Background: an optimization exercise with open tools, aiming at small area, a short achievable clock period and few clock cycles per item. Do not read the settings as production practice.
In this exercise RTL edits were held to simulation tests only and were not proved equivalent to the original.

==> sierra: inputs <==
// alu_datapath
module alu_datapath (
	input  wire        clock,
	input  wire        rst_n,
	input  wire [31:0] bus,
	input  wire        y_in,
	input  wire        start,
	input  wire [3:0]  op,
	output wire [31:0] z_hi,
	output wire [31:0] z_lo,
	output logic       done,
	output logic       busy
);
clock: 13.0 ns
lec_check: 0
cap_margin: 20
core_margin: 2
core_utilization: 45
cts_cluster_diameter: 100
cts_cluster_size: 20
slew_margin: 20
standard.sh (not shown) runs the stock make flow with config.mk's settings and CLKGATE_MAP_FILE= SYNTH_SCRIPT=/design/flow/synth_recipe.tcl, a recipe that flattens the netlist after the stock synthesis.
==> flow/flow/run.sh <==
#!/bin/bash
set -euo pipefail
bash standard.sh "BUFFER_PORTS_ARGS=-buffer_cell sky130_fd_sc_hd__buf_1" SETUP_SLACK_MARGIN=9 finish > standard_flow.log 2>&1
==> xenon: changes against sierra <==
--- a/flow/design.v
+++ b/flow/design.v
@@ -68,44 +68,46 @@
 	logic        st_mul;    
 	logic        st_p2;     
 	logic        st_dit;    
 	logic        st_fin;    
 	logic        st_last;   
-	logic        xs_a;      
 	logic [4:0]  cnt;
 	logic [31:0] a_q;       
 	logic [32:0] c_q;       
 	logic        lc;        
 	logic [31:0] q_q;       
 	logic [1:0]  dg_one, dg_two, dg_neg;    
 	logic        neg_q, neg_r;
+	logic        triv_q;    
+	logic        bz_q;      
 	logic [63:0] z_q;
 	wire take     = start & ~busy;
 	wire mul_end  = st_mul & (cnt == 5'd7);
 	wire div_end  = st_dit & (cnt == 5'd31);
 	logic [31:0] ax_src;
 	always_comb begin
 		if (st_dit)       ax_src = {a_q[30:0], q_q[31]};
 		else if (st_fin)  ax_src = q_q;
-		else if (xs_a)    ax_src = a_q;
+		else if (st_last) ax_src = a_q;
 		else              ax_src = y_q;
 	end
 	wire [31:0] ax = ax_src ^ {32{x_inv_q}};
-	wire [31:0] aw = xs_a ? c_q[31:0] : ({32{w_b_q}} & (b_q ^ {32{w_inv_q}}));
-	wire        acin = x_inv_q | (w_b_q & w_inv_q) | (xs_a & lc);
+	wire [31:0] aw = st_last ? c_q[31:0] : ({32{w_b_q}} & (b_q ^ {32{w_inv_q}}));
+	wire        acin = x_inv_q | (w_b_q & w_inv_q) | (st_last & lc);
 	wire [32:0] addr_w = {ax, 1'b1} + {aw, acin};
 	wire [31:0] addr = addr_w[32:1];
 	wire [31:0] sh_src = st_p2 ? q_q : y_q;
 	wire [4:0]  sh_amt = st_p2 ? cnt : b_q[4:0];
+	wire [5:0]  mk_amt = {st_p2 & triv_q, sh_amt};    
 	logic [31:0] rot;
 	always_comb begin
 		rot = sh_src;
 		for (int i = 0; i < 5; i++) begin
 			if (rsh_q[i]) rot = (rot >> (1 << i)) | (rot << (32 - (1 << i)));
 		end
 	end
-	wire [31:0] lomask = ~(32'hffffffff << sh_amt);
+	wire [31:0] lomask = mk_amt[5] ? 32'hffffffff : ~(32'hffffffff << mk_amt[4:0]);
 	wire [31:0] himask = ~(32'hffffffff >> sh_amt);
 	wire [31:0] sh_lo = rot & lomask;
 	wire [31:0] sh_shl = rot & ~lomask;
 	wire [31:0] sh_shr = rot & ~himask;
 	wire [31:0] sh_shra = sh_shr | (himask & {32{y_q[31]}});
@@ -170,27 +172,27 @@
 		end
 	end
 	always_ff @(posedge clock) begin
 		if (!busy) begin
 			b_q    <= bus;
-		end
-		f_and  <= (op == OP_AND);
-		f_or   <= (op == OP_OR);
-		f_not  <= (op == OP_NOT);
-		f_ar   <= (op == OP_NEG) | (op == OP_ADD) | (op == OP_SUB);
-		f_shr  <= (op == OP_SHR);
-		f_shra <= (op == OP_SHRA);
-		f_shl  <= (op == OP_SHL);
-		f_rot  <= (op == OP_ROR) | (op == OP_ROL);
-		if (p_div) rsh_q <= kclneg;    
-		else rsh_q <= ((op == OP_SHL) | (op == OP_ROL)) ? 5'd0 - bus[4:0] : bus[4:0];
-		lsa_q  <= ls_y;
-		lsd_q  <= lsb31(bus);
-		xs_a    <= (take & (op == OP_MUL)) | st_mul | st_fin;
+			f_and  <= (op == OP_AND);
+			f_or   <= (op == OP_OR);
+			f_not  <= (op == OP_NOT);
+			f_ar   <= (op == OP_NEG) | (op == OP_ADD) | (op == OP_SUB);
+			f_shr  <= (op == OP_SHR);
+			f_shra <= (op == OP_SHRA);
+			f_shl  <= (op == OP_SHL);
+			f_rot  <= (op == OP_ROR) | (op == OP_ROL);
+			rsh_q  <= ((op == OP_SHL) | (op == OP_ROL)) ? 5'd0 - bus[4:0] : bus[4:0];
+			lsa_q  <= ls_y;
+			lsd_q  <= lsb31(bus);
+		end else if (p_div) begin
+			rsh_q  <= kclneg;    
+		end
 		x_inv_q <= (take & ((op == OP_NEG) | ((op == OP_DIV) & (ypend ? b_q[31] : y_q[31])))) |
-		           (div_end & neg_q) | (p_div & triv & ((y_q[31] ^ b_q[31]) | bz));
-		w_b_q   <= (take & ((op == OP_ADD) | (op == OP_SUB))) | st_p2 | (st_dit & ~div_end);
+		           ((div_end | (st_p2 & triv_q)) & neg_q);
+		w_b_q   <= (take & ((op == OP_ADD) | (op == OP_SUB))) | (st_p2 & ~triv_q) | (st_dit & ~div_end);
 		w_inv_q <= (take & (op == OP_SUB)) | (st_p2 & ~b_q[31]) | (st_dit & (~addr[31] ^ b_q[31]));
 	end
 	always_ff @(posedge clock or negedge rst_n) begin
 		if (!rst_n) begin
 			v_s     <= 1'b0;
@@ -204,13 +206,13 @@
 			done    <= 1'b0;
 		end else begin
 			v_s     <= take & (op != OP_MUL) & (op != OP_DIV);
 			p_div   <= take & (op == OP_DIV);
 			st_mul  <= (take & (op == OP_MUL)) | (st_mul & ~mul_end);
-			st_p2   <= p_div & ~triv;
-			st_dit  <= st_p2 | (st_dit & ~div_end);
-			st_fin  <= div_end | (p_div & triv);
+			st_p2   <= p_div;
+			st_dit  <= (st_p2 & ~triv_q) | (st_dit & ~div_end);
+			st_fin  <= div_end | (st_p2 & triv_q);
 			st_last <= mul_end | st_fin;
 			if (take) busy <= (op == OP_MUL) | (op == OP_DIV);
 			else if (mul_end | st_fin) busy <= 1'b0;
 			done    <= v_s | st_last;
 		end
@@ -220,10 +222,12 @@
 		else if (p_div) cnt <= triv ? 5'd0 : kcl;
 		else if (st_mul | st_dit) cnt <= cnt + 5'd1;
 		if (p_div) begin
 			neg_q  <= (y_q[31] ^ b_q[31]) | bz;
 			neg_r  <= y_q[31];
+			triv_q <= triv;
+			bz_q   <= bz;
 		end
 		if (!busy | st_mul) begin
 			dg_one <= {dn1[2], dn0[2]};
 			dg_two <= {dn1[1], dn0[1]};
 			dg_neg <= {dn1[0], dn0[0]};
@@ -232,23 +236,24 @@
 		else if (st_mul) lc <= low[4];
 		else if (st_fin) lc <= neg_r;
 		if (st_mul) a_q <= s2[35:4];
 		else if (st_fin) a_q <= s2[31:0];
 		else if (st_p2) a_q <= sh_lo;
-		else if (st_dit | (p_div & triv)) a_q <= addr;    
+		else if (st_dit) a_q <= addr;
 		if (st_mul) c_q <= c2[36:4];
 		else if (st_fin) c_q <= {1'b0, c2[31:0]};
-		if (p_div) q_q <= triv ? {31'd0, bz} : addr;    
-		else if (st_fin) q_q <= addr;
+		if (p_div | st_fin) q_q <= addr;
 		else if (st_mul) q_q <= {low[3:0], mq[31:4]};
-		else if (st_p2) q_q <= sh_shl;
+		else if (st_p2) q_q <= {sh_shl[31:1], sh_shl[0] | bz_q};
 		else if (st_dit) q_q <= {q_q[30:0], ~addr[31]};
 	end
+	wire [31:0] zh_d = st_last ? addr : 32'd0;
+	wire [31:0] zl_d = st_last ? q_q : sres;
+	wire zload = v_s | st_last;
 	always_ff @(posedge clock or negedge rst_n) begin
 		if (!rst_n) z_q <= '0;
-		else if (v_s) z_q <= {32'd0, sres};
-		else if (st_last) z_q <= {addr, q_q};
+		else if (zload) z_q <= {zh_d, zl_d};
 	end
 	assign z_hi = z_q[63:32];
 	assign z_lo = z_q[31:0];
 endmodule
 `default_nettype wire
==> flow/flow/run.sh (replaced) <==
#!/bin/bash
set -euo pipefail
bash standard.sh SETUP_SLACK_MARGIN=9 finish > standard_flow.log 2>&1
CTS_CLUSTER_DIAMETER = unset   (was 100)
CTS_CLUSTER_SIZE = unset   (was 20)
==> impl_metrics.csv <==
group,metric,value,unit
worst_hold_path,hp-start,"z_q[10]",
critical_path,cp-endpoint,"q_q[29]",
critical_path,worstPathMaxFanout,66,
run_status,status,"timing/DRC/antenna clean",
sta,worst_slew_pin_slew,1.26,ns
[end of results for sierra]
==> impl_metrics.csv <==
group,metric,value,unit
run_status,status,"timing/DRC/antenna clean",
critical_path,worstPathMaxFanout,21,
critical_path,cp-endpoint,"z_q[24]",
worst_hold_path,hp-start,"z_q[59]",
[end of results for xenon]
Testbench counts of sierra, summed over its fixed seeds: cycles 9,493, ops 2,400.
Testbench counts of xenon, summed over its fixed seeds: cycles 9,521, ops 2,400.

-- port drivers added, routing unchanged --
How much do the figures lean on ideal ports? The routed layouts below were timed once more, with nothing changed but the port constraints. Step 1 sets driving cells, clkbuf_16 on the clock port and buf_2 on the other inputs (assumed; they add their load-dependent delay and slew). Step 2 also shifts input and output timing later by t, the mid clock arrival at the registers, as if the neighbouring blocks saw the same clock. Three values: no drivers, after step 1, after step 2; two values: the first two.
| run | shift t [ns] | slack for setup (ns) | worst register clock-pin slew, ns | worst slew at a driven data input, ns |
|---|---|---|---|---|
| sierra | 0.663 | 8.808 / 8.808 / 8.456 | 0.10 / 0.10 | 0.05 |
| xenon | 0.649 | 8.914 / 8.914 / 8.368 | 0.07 / 0.07 | 0.05 |
After both steps setup and hold are still met in every run listed. The setup slack of xenon, which loses most, moves by 0.000 ns with the drivers and by -0.546 ns with both steps.
